This is an optimization exercise on Yosys and OpenROAD, whose aim is small area, not a production implementation. Only simulation tests tie the RTL to the original design; equivalence was not proved. Power is estimated from default activity; no workload was simulated.

## regfile_mp
module regfile_mp
#(
    parameter  int DATA_W  = regfile_pkg::DEF_DATA_W,
    parameter  int DEPTH   = regfile_pkg::DEF_DEPTH,
    parameter  int NUM_RD  = 2,
    parameter  int DBG_IDX = 8,
    localparam int AW      = regfile_pkg::addr_w(DEPTH)
) (
    input  logic                     clk,
    input  logic                     rst,
    input  logic                     clr_req,
    input  logic                     we0,
    input  logic [AW-1:0]            wa0,
    input  logic [DATA_W-1:0]        wd0,
    input  logic                     we1,
    input  logic [AW-1:0]            wa1,
    input  logic [DATA_W-1:0]        wd1,
    input  logic [NUM_RD*AW-1:0]     ra,
    output logic [NUM_RD*DATA_W-1:0] rd,
    output logic                     ready,
    output logic [DATA_W-1:0]        dbg_data
);
    logic              stay_run;
    logic [DATA_W-1:0] wd0_n;
    logic [DATA_W-1:0] regs_n [1:DEPTH-1];
    logic [AW-1:0]     cnt_q, cnt_d;
    regfile_clear_seq #(.DEPTH(DEPTH)) u_clr (
        .rst      (rst),
        .clr_req  (clr_req),
        .cnt_q    (cnt_q),
        .cnt_d    (cnt_d),
        .ready    (ready),
        .stay_run (stay_run)
    );
    always_ff @(posedge clk) begin
        cnt_q <= cnt_d;
    end
    for (genvar b = 0; b < DATA_W; b++) begin : g_wd0
        regfile_inv u_inv (.a(wd0[b]), .y(wd0_n[b]));
    end
    for (genvar r = 1; r < DEPTH; r++) begin : g_wr
        logic dec0, dec1, s1, s0_n, hold_n;
        logic [DATA_W-1:0] d_n;
        assign dec1   = we1 && (wa1 == AW'(r));
        assign dec0   = we0 && (wa0 == AW'(r)) && !dec1;
        regfile_inv u_s1   (.a(~(stay_run & dec1)),          .y(s1));
        regfile_inv u_s0   (.a(stay_run & dec0),             .y(s0_n));
        regfile_inv u_hold (.a(stay_run & ~dec1 & ~dec0),    .y(hold_n));
        for (genvar b = 0; b < DATA_W; b++) begin : g_bit
            regfile_wbit u_wbit (
                .s1(s1), .w1(wd1[b]), .s0_n(s0_n), .w0_n(wd0_n[b]),
  ...
Size: ~4,500 cells after synthesis, ~1,000 flip-flops, roughly 43,000 µm² of cells after synthesis.
Settings: LEC_CHECK=0, CAP_MARGIN=5, CELL_PAD_IN_SITES_GLOBAL_PLACEMENT=1, CORE_MARGIN=2, CORE_UTILIZATION=35, PLACE_DENSITY=0.45, SLEW_MARGIN=5, SYNTH_HIERARCHICAL=1, SYNTH_MINIMUM_KEEP_SIZE=0; clock period 8.0 ns.
standard.sh (not shown) runs the stock make flow with config.mk's settings and CLKGATE_MAP_FILE= SYNTH_SCRIPT=/design/flow/synth_recipe.tcl, a recipe that flattens the netlist after the stock synthesis.
==> flow/flow/run.sh <==
#!/bin/bash
# Own layout flow: the standard ORFS flow (standard synthesis
# unchanged), with three changes to how the layout is made:
#  - after floorplanning, combinational cells are swapped to the smallest
#    drive strength of their family (flow/downsize.tcl); the usual repair
#    steps then size up only what timing, slew or capacitance need;
#  - port buffers use the smallest buffer cell;
#  - the clock tree is built without dummy loads.
# Each make step's full output goes to its own log file in this folder.
set -euo pipefail

here=$(pwd)
export POST_FLOORPLAN_TCL="$here/flow/downsize.tcl"
export BUFFER_PORTS_ARGS="-buffer_cell sky130_fd_sc_hd__buf_1"
export CTS_ARGS="-sink_clustering_enable -repair_clock_nets -dont_use_dummy_load -sink_clustering_size 22 -sink_clustering_max_diameter 80 -buf_list {sky130_fd_sc_hd__clkbuf_16}"

for step in synth floorplan place cts route finish; do
    bash standard.sh "$step" > "flow_${step}.log" 2>&1
done
==> flow/flow/downsize.tcl <==
# Swap every combinational cell to the smallest-area cell of its family
# (same function, lower drive strength); later repair steps size up what
# timing, slew or capacitance need. Flip-flops, clock cells, tap cells and
# tie cells are left alone.
set db [ord::get_db]
set block [ord::get_db_block]
array set master_area {}
array set master_obj {}
foreach lib [$db getLibs] {
    foreach m [$lib getMasters] {
        set master_area([$m getName]) [expr {[$m getWidth] * [$m getHeight]}]
        set master_obj([$m getName]) $m
    }
}
set swapped 0
set saved 0
foreach inst [$block getInsts] {
    set mname [[$inst getMaster] getName]
    if {![regexp {^(sky130_fd_sc_hd__([a-z0-9]+))_([0-9]+)$} $mname -> fam base sz]} {
        continue
    }
    if {[regexp {^(df|ed|sd|se|dl|tap|clk|conb|fill|decap|diode|probe|lpflow)} $base]} {
        continue
    }
    set best $mname
    set best_area $master_area($mname)
    foreach s {0 1 2} {
        set cand ${fam}_$s
        if {[info exists master_area($cand)] && $master_area($cand) < $best_area} {
            set best $cand
            set best_area $master_area($cand)
        }
    }
    if {$best ne $mname} {
        set saved [expr {$saved + $master_area($mname) - $best_area}]
        $inst swapMaster $master_obj($best)
        incr swapped
    }
}
puts "downsize: swapped $swapped cells, saved [expr {$saved / 1e6}] um2"
Then changed:
CAP_MARGIN = 20   (was 5)
CTS_BUF_LIST = sky130_fd_sc_hd__clkbuf_8 sky130_fd_sc_hd__clkbuf_16   (was default)
SLEW_MARGIN = 20   (was 5)
=> Worst setup slack gets better by 0.067 ns; via count is about the same; final cell count is unchanged; sequential share of layout area stays flat; die area is unchanged; worst hold slack is about the same; fmax came out higher by 0.94%.

* * *

Setup of rev 12:
regfile_mp again, from the RTL that the note above started with.
==> flow/config.mk <==
export PLATFORM = sky130hd
export DESIGN_NAME = regfile_mp
export DESIGN_NICKNAME = regfile_mp
export VERILOG_FILES = /design/flow/design.v
export SDC_FILE = /design/flow/constraint.sdc
export NUM_CORES = 4
export LEC_CHECK = 0
export CAP_MARGIN = 10
export CELL_PAD_IN_SITES_GLOBAL_PLACEMENT = 1
export CORE_MARGIN = 2
export CORE_UTILIZATION = 35
export PLACE_DENSITY = 0.45
export SLEW_MARGIN = 10
export SYNTH_HIERARCHICAL = 1
export SYNTH_MINIMUM_KEEP_SIZE = 0
==> flow/constraint.sdc <==
create_clock -name core_clock -period 8.0 [get_ports {clk}]
set_input_delay 1.6000 -clock core_clock [delete_from_list [all_inputs] [get_ports {clk}]]
set_output_delay 1.6000 -clock core_clock [all_outputs]
set_load 0.01 [all_outputs]
==> flow/flow/run.sh <==
#!/bin/bash
# Own layout flow: the standard ORFS flow (standard synthesis
# unchanged), with these changes to how the layout is made:
#  - after floorplanning, combinational cells are swapped to the smallest
#    drive strength of their family and the inverters that drive
#    high-fanout lines are set to inv_2 (flow/downsize.tcl,
#    flow/drivers.tcl); the usual repair steps then size up only what
#    timing, slew or capacitance need;
#  - before repair_design on the final global placement, the buffers that
#    timing-driven global placement inserted are removed again and the
#    line drivers reset to inv_2 (flow/rebuffer.tcl);
#  - port buffers use the smallest buffer cell;
#  - the clock tree is built without dummy loads.
# Each make step's full output goes to its own log file in this folder.
set -euo pipefail

here=$(pwd)
export POST_FLOORPLAN_TCL="$here/flow/downsize.tcl"
export PRE_RESIZE_TCL="$here/flow/rebuffer.tcl"
export BUFFER_PORTS_ARGS="-buffer_cell sky130_fd_sc_hd__buf_1"
export CTS_ARGS="-sink_clustering_enable -repair_clock_nets -dont_use_dummy_load -sink_clustering_size 26 -sink_clustering_max_diameter 90 -buf_list {sky130_fd_sc_hd__clkbuf_16}"

for step in synth floorplan place cts route finish; do
    bash standard.sh "$step" > "flow_${step}.log" 2>&1
done
Other scripts of this flow, unchanged in this note and not shown: flow/flow/downsize.tcl, flow/flow/drivers.tcl, flow/flow/rebuffer.tcl
[inputs] rev 13 vs rev 12
-- flow/flow/run.sh --
<<< rev 12, line 20
export BUFFER_PORTS_ARGS="-buffer_cell sky130_fd_sc_hd__buf_1"
export CTS_ARGS="-sink_clustering_enable -repair_clock_nets -dont_use_dummy_load -sink_clustering_size 26 -sink_clustering_max_diameter 90 -buf_list {sky130_fd_sc_hd__clkbuf_16}"

>>> rev 13, line 20
export BUFFER_PORTS_ARGS="-buffer_cell sky130_fd_sc_hd__buf_1"
export CTS_ARGS="-sink_clustering_enable -repair_clock_nets -dont_use_dummy_load -sink_clustering_size 22 -sink_clustering_max_diameter 80 -buf_list {sky130_fd_sc_hd__clkbuf_16}"

### Flow results
- On design area, the higher figure sits with rev 13, not rev 12.
- The detailed-router iteration count before antenna repair of rev 13 exceeds that of rev 12 by 1.
- Rev 13: flow completed, timing, DRC and antenna clean
- Rev 12 has higher multi-input gate share of total cell area than rev 13.
- Re arrival time of the worst setup path: rev 12 was lower than rev 13.
- Rev 13 vs. rev 12: global router's overall resource usage neither gained nor lost much, share of the clock period used by the worst path after layout has increased.

* * *

regfile_mp, a different RTL version from the one above (not shown whole).
For scale: ~4400 cells after synthesis, roughly 1000 flip-flops, roughly 0.042 mm^2 of cells after synthesis.
clock: 8.0 ns
lec_check: 0
cap_margin: 20
cell_pad_in_sites_global_placement: 1
core_margin: 2
core_utilization: 35
cts_buf_list: sky130_fd_sc_hd__clkbuf_8 sky130_fd_sc_hd__clkbuf_16
place_density: 0.45
slew_margin: 20
synth_hierarchical: 1
synth_minimum_keep_size: 0
run.sh (not shown) runs the stock make flow with config.mk's settings and CLKGATE_MAP_FILE= SYNTH_SCRIPT=/design/flow/synth_recipe.tcl, a recipe that flattens the netlist after the stock synthesis.
Stock flow here: none of the scripts above is used.
Edit:
==> flow/flow/run.sh (new file) <==
#!/bin/bash
# Own layout flow: the standard ORFS flow, with smaller port buffers
# and a clock tree built without dummy loads. Each make step's full output
# goes to its own log file in this folder.
set -euo pipefail

export BUFFER_PORTS_ARGS="-buffer_cell sky130_fd_sc_hd__buf_1"
export CTS_ARGS="-sink_clustering_enable -repair_clock_nets -dont_use_dummy_load -buf_list {sky130_fd_sc_hd__clkbuf_8 sky130_fd_sc_hd__clkbuf_16}"

for step in synth floorplan place cts route finish; do
    bash standard.sh "$step" > "flow_${step}.log" 2>&1
done
==> flow/standard.sh (new file) <==
#!/bin/bash
# synth_recipe.tcl (not shown) runs the flow's synth.tcl, then flattens the netlist and writes it again
# the make line also repeats each setting of config.mk as NAME=value (left out here)
make -C /OpenROAD-flow-scripts/flow DESIGN_CONFIG=/design/flow/config.mk WORK_HOME=/design/flow/orfs CLKGATE_MAP_FILE= SYNTH_SCRIPT=/design/flow/synth_recipe.tcl "${@:-finish}"
removed: flow/run.sh
Outcome:
- non-clock buffer count is lower by 41
- final cell count is lower by 2.0%
- via count is lower by about 1.8%
- setup slack is better by 440 ps
- clock skew is higher by 40 ps
- critical path depth is unchanged
- sequential share of layout area is higher by 1.9 points
- total power is lower by about 9%

-- what the ideal ports hide --
The results above use ideal ports. As a check the final layouts listed here were re-extracted and re-timed, cells and wires unchanged. Step 1, drivers: a clkbuf_16 drives clk and a buf_2 each remaining input, both assumed. Step 2 adds t to the input delays and takes it off the output delays; t is the mean of the earliest and latest rising clock arrival at the registers after step 1. Input paths then give back, and output paths get back, about the clock's delay inside the block. Slacks: ideal / step 1 / step 2; pairs: ideal / step 1.
run	t (ns)	slack for setup (ns)	worst setup path at the end	latest minus earliest clock arrival (ns)	cell pins on the clock port's net
the first run of note 1	0.785	0.777 / 0.751 / 0.751	input to output	0.072 / 0.073	1
the second run of note 1	0.800	0.844 / 0.818 / 0.818	input to output	0.112 / 0.112	1
rev 12	0.760	1.792 / 1.692 / 1.692	input to output	0.083 / 0.083	1
rev 13	0.718	1.774 / 1.667 / 1.667	input to output	0.088 / 0.088	1
the first run of note 3	0.813	1.002 / 0.972 / 0.972	input to output	0.033 / 0.034	1
the second run of note 3	0.779	1.441 / 1.412 / 1.412	input to output	0.072 / 0.073	1
After both steps every run listed still meets setup and hold. The setup slack of rev 13, which loses most, moves by -0.107 ns with the drivers and by -0.107 ns with both steps.
